This is an optimization exercise on Yosys and OpenROAD, whose aim is small area, a short achievable clock period and few clock cycles per item, not a production implementation. In this exercise RTL edits were held to simulation tests only and were not proved equivalent to the original. Power and IR drop assume default switching activity.

==> flow/design.v <==
package gzb_pkg;
  localparam int GRID_COLS  = 4;
  localparam int GRID_ROWS  = 4;
  localparam int ZONE_COUNT = GRID_COLS * GRID_ROWS;
  localparam int FILL_W     = 9;     
  localparam int SCR_W      = 12;
  localparam int ZS_W       = SCR_W - 2;    
  localparam int COORD_W    = 14;
  localparam logic [SCR_W-1:0] SCR_W_RESET = SCR_W'(800);
  localparam logic [SCR_W-1:0] SCR_H_RESET = SCR_W'(600);
  localparam logic OP_CLEAR  = 1'b0;
  localparam logic OP_INSERT = 1'b1;
endpackage
import gzb_pkg::*;
module gzb_lanes (
  input  logic [gzb_pkg::ZS_W-1:0]   zs,
  input  logic [11:0]                b3,
  input  logic [11:0]                u,
  input  logic                       oor,
  output logic [3:0]                 hit
);
  logic [11:0] b [5];
  logic [4:0]  lt, le;
  assign b[0] = 12'd0;
  assign b[1] = 12'(zs);
  assign b[2] = {1'b0, zs, 1'b0};
  assign b[3] = b3;
  assign b[4] = {zs, 2'b00};
  always_comb begin
    for (int k = 0; k < 5; k++) begin
      lt[k] = u < b[k];
      le[k] = u <= b[k];
    end
    for (int k = 0; k < 4; k++)
      hit[k] = !oor && !lt[k] && le[k+1];
  end
endmodule
import gzb_pkg::*;
module grid_zone_binning (
  input  logic                           clk,
  input  logic                           rst_n,
  input  logic                           in_tvalid,
  output logic                           in_tready,
  input  logic [55:0]                    in_tdata,
  input  logic                           in_tuser,
  output logic                           out_tvalid,
  input  logic                           out_tready,
  output logic [15:0]                    out_tdata,
  output logic [1:0]                     out_tuser,
  output logic                           out_tlast,
  input  logic                           cfg_valid,
  output logic                           cfg_ready,
  input  logic [0:0]                     cfg_index,
  input  logic [11:0]                    cfg_data
);
  logic [ZS_W-1:0] zw_r, zh_r;
  logic [11:0]     bw3_r, bh3_r, b3_new;
  logic        rdy_r, rv_r, rop_r;
  logic [3:0]  rc0_r, rr0_r;
  logic [12:0] rx1_r, ry1_r;    
  logic [3:0]  c0_hit, r0_hit, c1_hit, r1_hit;
  logic [13:0] x1, y1;
  logic        acc;
  logic [3:0]  col_hit, row_hit;
  logic        f1v, f2v, f1op, f2op;
  logic [3:0]  f1r, f1c, f2r, f2c;
  logic        hv, hop;
  logic [3:0]  hr, hc, hcl;
  logic [3:0]  rsel, csel;
  logic        step, pop, popd, last, last_c, hit;
  logic        f1_ld, f2_ld;
  logic [2:0]  n_all;
  logic [3:0]  zone;
  logic        pv_r, phit_r, plast_r, pclr_r;
  logic [3:0]  pzone_r;
  logic [15:0] sel, sel_r, we;
  logic [8:0]  fs_raw, fs, inc;
  logic        same;
  logic [8:0]  fill_r [ZONE_COUNT];
  logic        fclr;
  logic [8:0]  fbus;
  logic        ov_r, oclr_r, wpend_r;
  logic [14:0] res, o_r;         
  assign cfg_ready = 1'b1;
  assign in_tready = rdy_r;
  assign acc       = in_tvalid && rdy_r;
  assign b3_new = 12'(cfg_data[SCR_W-1:2]) + {1'b0, cfg_data[SCR_W-1:2], 1'b0};
  always_ff @(posedge clk) begin
    if (!rst_n) begin
      zw_r  <= SCR_W_RESET[SCR_W-1:2];
      zh_r  <= SCR_H_RESET[SCR_W-1:2];
      bw3_r <= 12'(3 * (SCR_W_RESET / 4));
      bh3_r <= 12'(3 * (SCR_H_RESET / 4));
    end else if (cfg_valid) begin
      if (cfg_index == 1'b0) begin
        zw_r  <= cfg_data[SCR_W-1:2];
        bw3_r <= b3_new;
      end else begin
        zh_r  <= cfg_data[SCR_W-1:2];
        bh3_r <= b3_new;
      end
    end
  end
  assign x1 = {in_tdata[20], in_tdata[20:8]} + 14'(in_tdata[42:34]);
  assign y1 = {in_tdata[33], in_tdata[33:21]} + 14'(in_tdata[51:43]);
  gzb_lanes u_c0 (.zs(zw_r), .b3(bw3_r), .u(in_tdata[19:8]),  .oor(in_tdata[20]), .hit(c0_hit));
  gzb_lanes u_r0 (.zs(zh_r), .b3(bh3_r), .u(in_tdata[32:21]), .oor(in_tdata[33]), .hit(r0_hit));
  always_ff @(posedge clk) begin
    rop_r <= in_tuser;
    rc0_r <= c0_hit;
    rr0_r <= r0_hit;
    rx1_r <= {x1[13] | x1[12], x1[11:0]};
    ry1_r <= {y1[13] | y1[12], y1[11:0]};
  end
  gzb_lanes u_c1 (.zs(zw_r), .b3(bw3_r), .u(rx1_r[11:0]), .oor(rx1_r[12]), .hit(c1_hit));
  gzb_lanes u_r1 (.zs(zh_r), .b3(bh3_r), .u(ry1_r[11:0]), .oor(ry1_r[12]), .hit(r1_hit));
  assign col_hit = rc0_r | c1_hit;
  assign row_hit = rr0_r | r1_hit;
  always_comb begin
    rsel = '0;
    csel = '0;
    for (int i = 3; i >= 0; i--) begin
      if (hr[i])  rsel = 4'(1) << i;
      if (hcl[i]) csel = 4'(1) << i;
    end
    for (int r = 0; r < 4; r++)
      for (int c = 0; c < 4; c++)
        sel[4*r+c] = rsel[r] && csel[c] && hit;
  end
  assign hit    = hv && hop && (hr != '0) && (hc != '0);
  assign last_c = (hcl & ~csel) == '0;
  assign last   = !hit || (last_c && ((hr & ~rsel) == '0));
  assign zone   = hit ? {rsel[3] | rsel[2], rsel[3] | rsel[1],
                         csel[3] | csel[2], csel[3] | csel[1]} : 4'd0;
  assign step   = !ov_r || out_tready;
  assign pop    = !hv || (step && last);
  assign popd   = hv && step && last;
  always_ff @(posedge clk) begin
    if (!rst_n) begin
      pv_r <= 1'b0;
    end else if (step) begin
      pv_r <= hv;
    end
  end
  always_ff @(posedge clk) begin
    if (step) begin
      phit_r  <= hit;
      plast_r <= last;
      pclr_r  <= hop == OP_CLEAR;
      pzone_r <= zone;
      sel_r   <= sel;
    end
  end
  always_comb begin
    fs_raw = '0;
    for (int z = 0; z < ZONE_COUNT; z++)
      fs_raw = fs_raw | ({9{sel_r[z]}} & fill_r[z]);
  end
  assign inc  = o_r[14] ? 9'd256 : ({1'b0, o_r[11:4]} + 9'd1);
  assign same = phit_r && ov_r && o_r[13] && (o_r[3:0] == pzone_r);
  assign fs   = (ov_r && oclr_r) ? 9'd0 : (same ? inc : fs_raw);
  assign res  = {fs[8], phit_r, plast_r, fs[7:0], pzone_r};
  always_comb begin
    for (int z = 0; z < ZONE_COUNT; z++)
      we[z] = wpend_r && o_r[13] && !o_r[14] && (o_r[3:0] == 4'(z));
  end
  assign f1_ld = popd ? (f2v || (rv_r && f1v)) : (rv_r && hv && !f1v);
  assign f2_ld = rv_r && (popd ? f2v : (f1v && !f2v));
  assign n_all = 3'(hv) + 3'(f1v) + 3'(f2v) + 3'(rv_r);
  always_ff @(posedge clk) begin
    if (!rst_n) begin
      hv  <= 1'b0;
      f1v <= 1'b0;
      f2v <= 1'b0;
    end else begin
      hv  <= pop ? (f1v || rv_r) : 1'b1;
      f1v <= pop ? (f2v || (f1v && rv_r)) : (f1v || (hv && rv_r));
      f2v <= pop ? (f2v && rv_r) : (f2v || (f1v && rv_r));
    end
  end
  always_ff @(posedge clk) begin
    if (pop) begin
      if (f1v) begin
        hop <= f1op;
        hr  <= f1r;
        hc  <= f1c;
        hcl <= f1c;
      end else begin
        hop <= rop_r;
        hr  <= row_hit;
        hc  <= col_hit;
        hcl <= col_hit;
      end
    end else if (step) begin
      if (last_c) begin
        hr  <= hr & ~rsel;
        hcl <= hc;
      end else begin
        hcl <= hcl & ~csel;
      end
    end
    if (f1_ld) begin
      f1op <= f2v ? f2op : rop_r;
      f1r  <= f2v ? f2r  : row_hit;
      f1c  <= f2v ? f2c  : col_hit;
    end
    if (f2_ld) begin
      f2op <= rop_r;
      f2r  <= row_hit;
      f2c  <= col_hit;
    end
  end
  always_ff @(posedge clk) begin
    if (!rst_n) begin
      rv_r  <= 1'b0;
      rdy_r <= 1'b0;
    end else begin
      rv_r  <= acc;
      if (acc) rdy_r <= popd ? (n_all <= 3'd2) : (n_all <= 3'd1);
      else     rdy_r <= popd ? (n_all <= 3'd3) : (n_all <= 3'd2);
    end
  end
  assign fclr = !rst_n || (wpend_r && oclr_r);
  assign fbus = inc & {9{!fclr}};
  always_ff @(posedge clk) begin
    for (int z = 0; z < ZONE_COUNT; z++)
      if (we[z] || fclr) fill_r[z] <= fbus;
  end
  always_ff @(posedge clk) begin
    if (!rst_n) begin
      ov_r    <= 1'b0;
      wpend_r <= 1'b0;
    end else begin
      if (step) ov_r <= pv_r;
      wpend_r <= step && pv_r;
    end
  end
  always_ff @(posedge clk) begin
    if (step) begin
      o_r    <= res;
      oclr_r <= pclr_r;
    end
  end
  assign out_tvalid = ov_r;
  assign out_tdata  = {4'b0000, o_r[11:0]};
  assign out_tuser  = {o_r[14], o_r[13]};
  assign out_tlast  = o_r[12];
endmodule
export LEC_CHECK = 0
export ABC_CLOCK_PERIOD_IN_PS = 2300
export CAP_MARGIN = 20
export CORE_MARGIN = 2
export CORE_UTILIZATION = 40
export CTS_BUF_LIST = sky130_fd_sc_hd__clkbuf_8
export PLACE_DENSITY = 0.6
export SETUP_SLACK_MARGIN = 3.5
export SLEW_MARGIN = 20
create_clock -name core_clock -period 6.0 [get_ports {clk}]
standard.sh (not shown) runs the stock make flow with config.mk's settings and CLKGATE_MAP_FILE= SYNTH_SCRIPT=/design/flow/synth_recipe.tcl, a recipe that flattens the netlist after the stock synthesis.
==> flow/flow/run.sh <==
#!/bin/bash
# standard layout, with plain buffers (not delay cells) on the ports
set -o pipefail
export BUFFER_PORTS_ARGS="-buffer_cell sky130_fd_sc_hd__buf_2"
bash standard.sh > standard.log 2>&1
Testbench counts at the start, summed over its fixed seeds: cycles 8,777, items 4,800.
Next try:
--- a/flow/design.v
+++ b/flow/design.v
@@ -78,6 +78,5 @@
   logic        same;
   logic [8:0]  fill_r [ZONE_COUNT];
-  logic        fclr;
-  logic [8:0]  fbus;
+  logic [15:0] fv_r;
   logic        ov_r, oclr_r, wpend_r;
   logic [14:0] res, o_r;         
@@ -155,5 +154,5 @@
     fs_raw = '0;
     for (int z = 0; z < ZONE_COUNT; z++)
-      fs_raw = fs_raw | ({9{sel_r[z]}} & fill_r[z]);
+      fs_raw = fs_raw | ({9{sel_r[z] && fv_r[z]}} & fill_r[z]);
   end
   assign inc  = o_r[14] ? 9'd256 : ({1'b0, o_r[11:4]} + 9'd1);
@@ -221,9 +220,16 @@
     end
   end
-  assign fclr = !rst_n || (wpend_r && oclr_r);
-  assign fbus = inc & {9{!fclr}};
+  always_ff @(posedge clk) begin
+    if (!rst_n) begin
+      fv_r <= '0;
+    end else if (wpend_r && oclr_r) begin
+      fv_r <= '0;
+    end else begin
+      fv_r <= fv_r | we;
+    end
+  end
   always_ff @(posedge clk) begin
     for (int z = 0; z < ZONE_COUNT; z++)
-      if (we[z] || fclr) fill_r[z] <= fbus;
+      if (we[z]) fill_r[z] <= inc;
   end
   always_ff @(posedge clk) begin
Result: The new run completed with no timing, DRC or antenna violations; design area grows by a few percent; final cell count is higher by a few percent; wire length goes up by a few percent; fmax stays flat; worst hold slack got worse by 0.0044 ns; count of clock-buffer cells in the layout grows by 1; worst setup slack gets worse by 0.0058 ns; combinational power went down by a few percent; first-iteration DRC count drops slightly; total power climbs slightly; synthesized area increases by a few percent; die area grows by a few percent.
Testbench counts after the change, summed over its fixed seeds: cycles 8,777, items 4,800.

static timing again, ports no longer ideal:
Ports are ideal in the flow. The routed layouts listed here were re-timed in OpenROAD.
Step 1: set_driving_cell puts a clkbuf_16 on clk and a buf_2 on each other input, an assumption about the parent block.
Step 2 times the ports against the registers' clock, not the clock port: input delays grow and output delays shrink by t, the midpoint of the rising clock arrivals with the driver on.
a / b / c = ideal ports / drivers / drivers and shift; a / b = the first two.
run	t, ns	setup WS [ns]	latest minus earliest clock arrival (ns)	pins driven straight from the clock port
the first run	0.669	3.499 / 3.446 / 2.907	0.020 / 0.020	1
the second run	0.647	3.493 / 3.445 / 2.937	0.017 / 0.017	1
After both steps setup and hold are still met in every run listed. The setup slack of the first run, which loses most, moves by -0.053 ns with the drivers and by -0.592 ns with both steps.
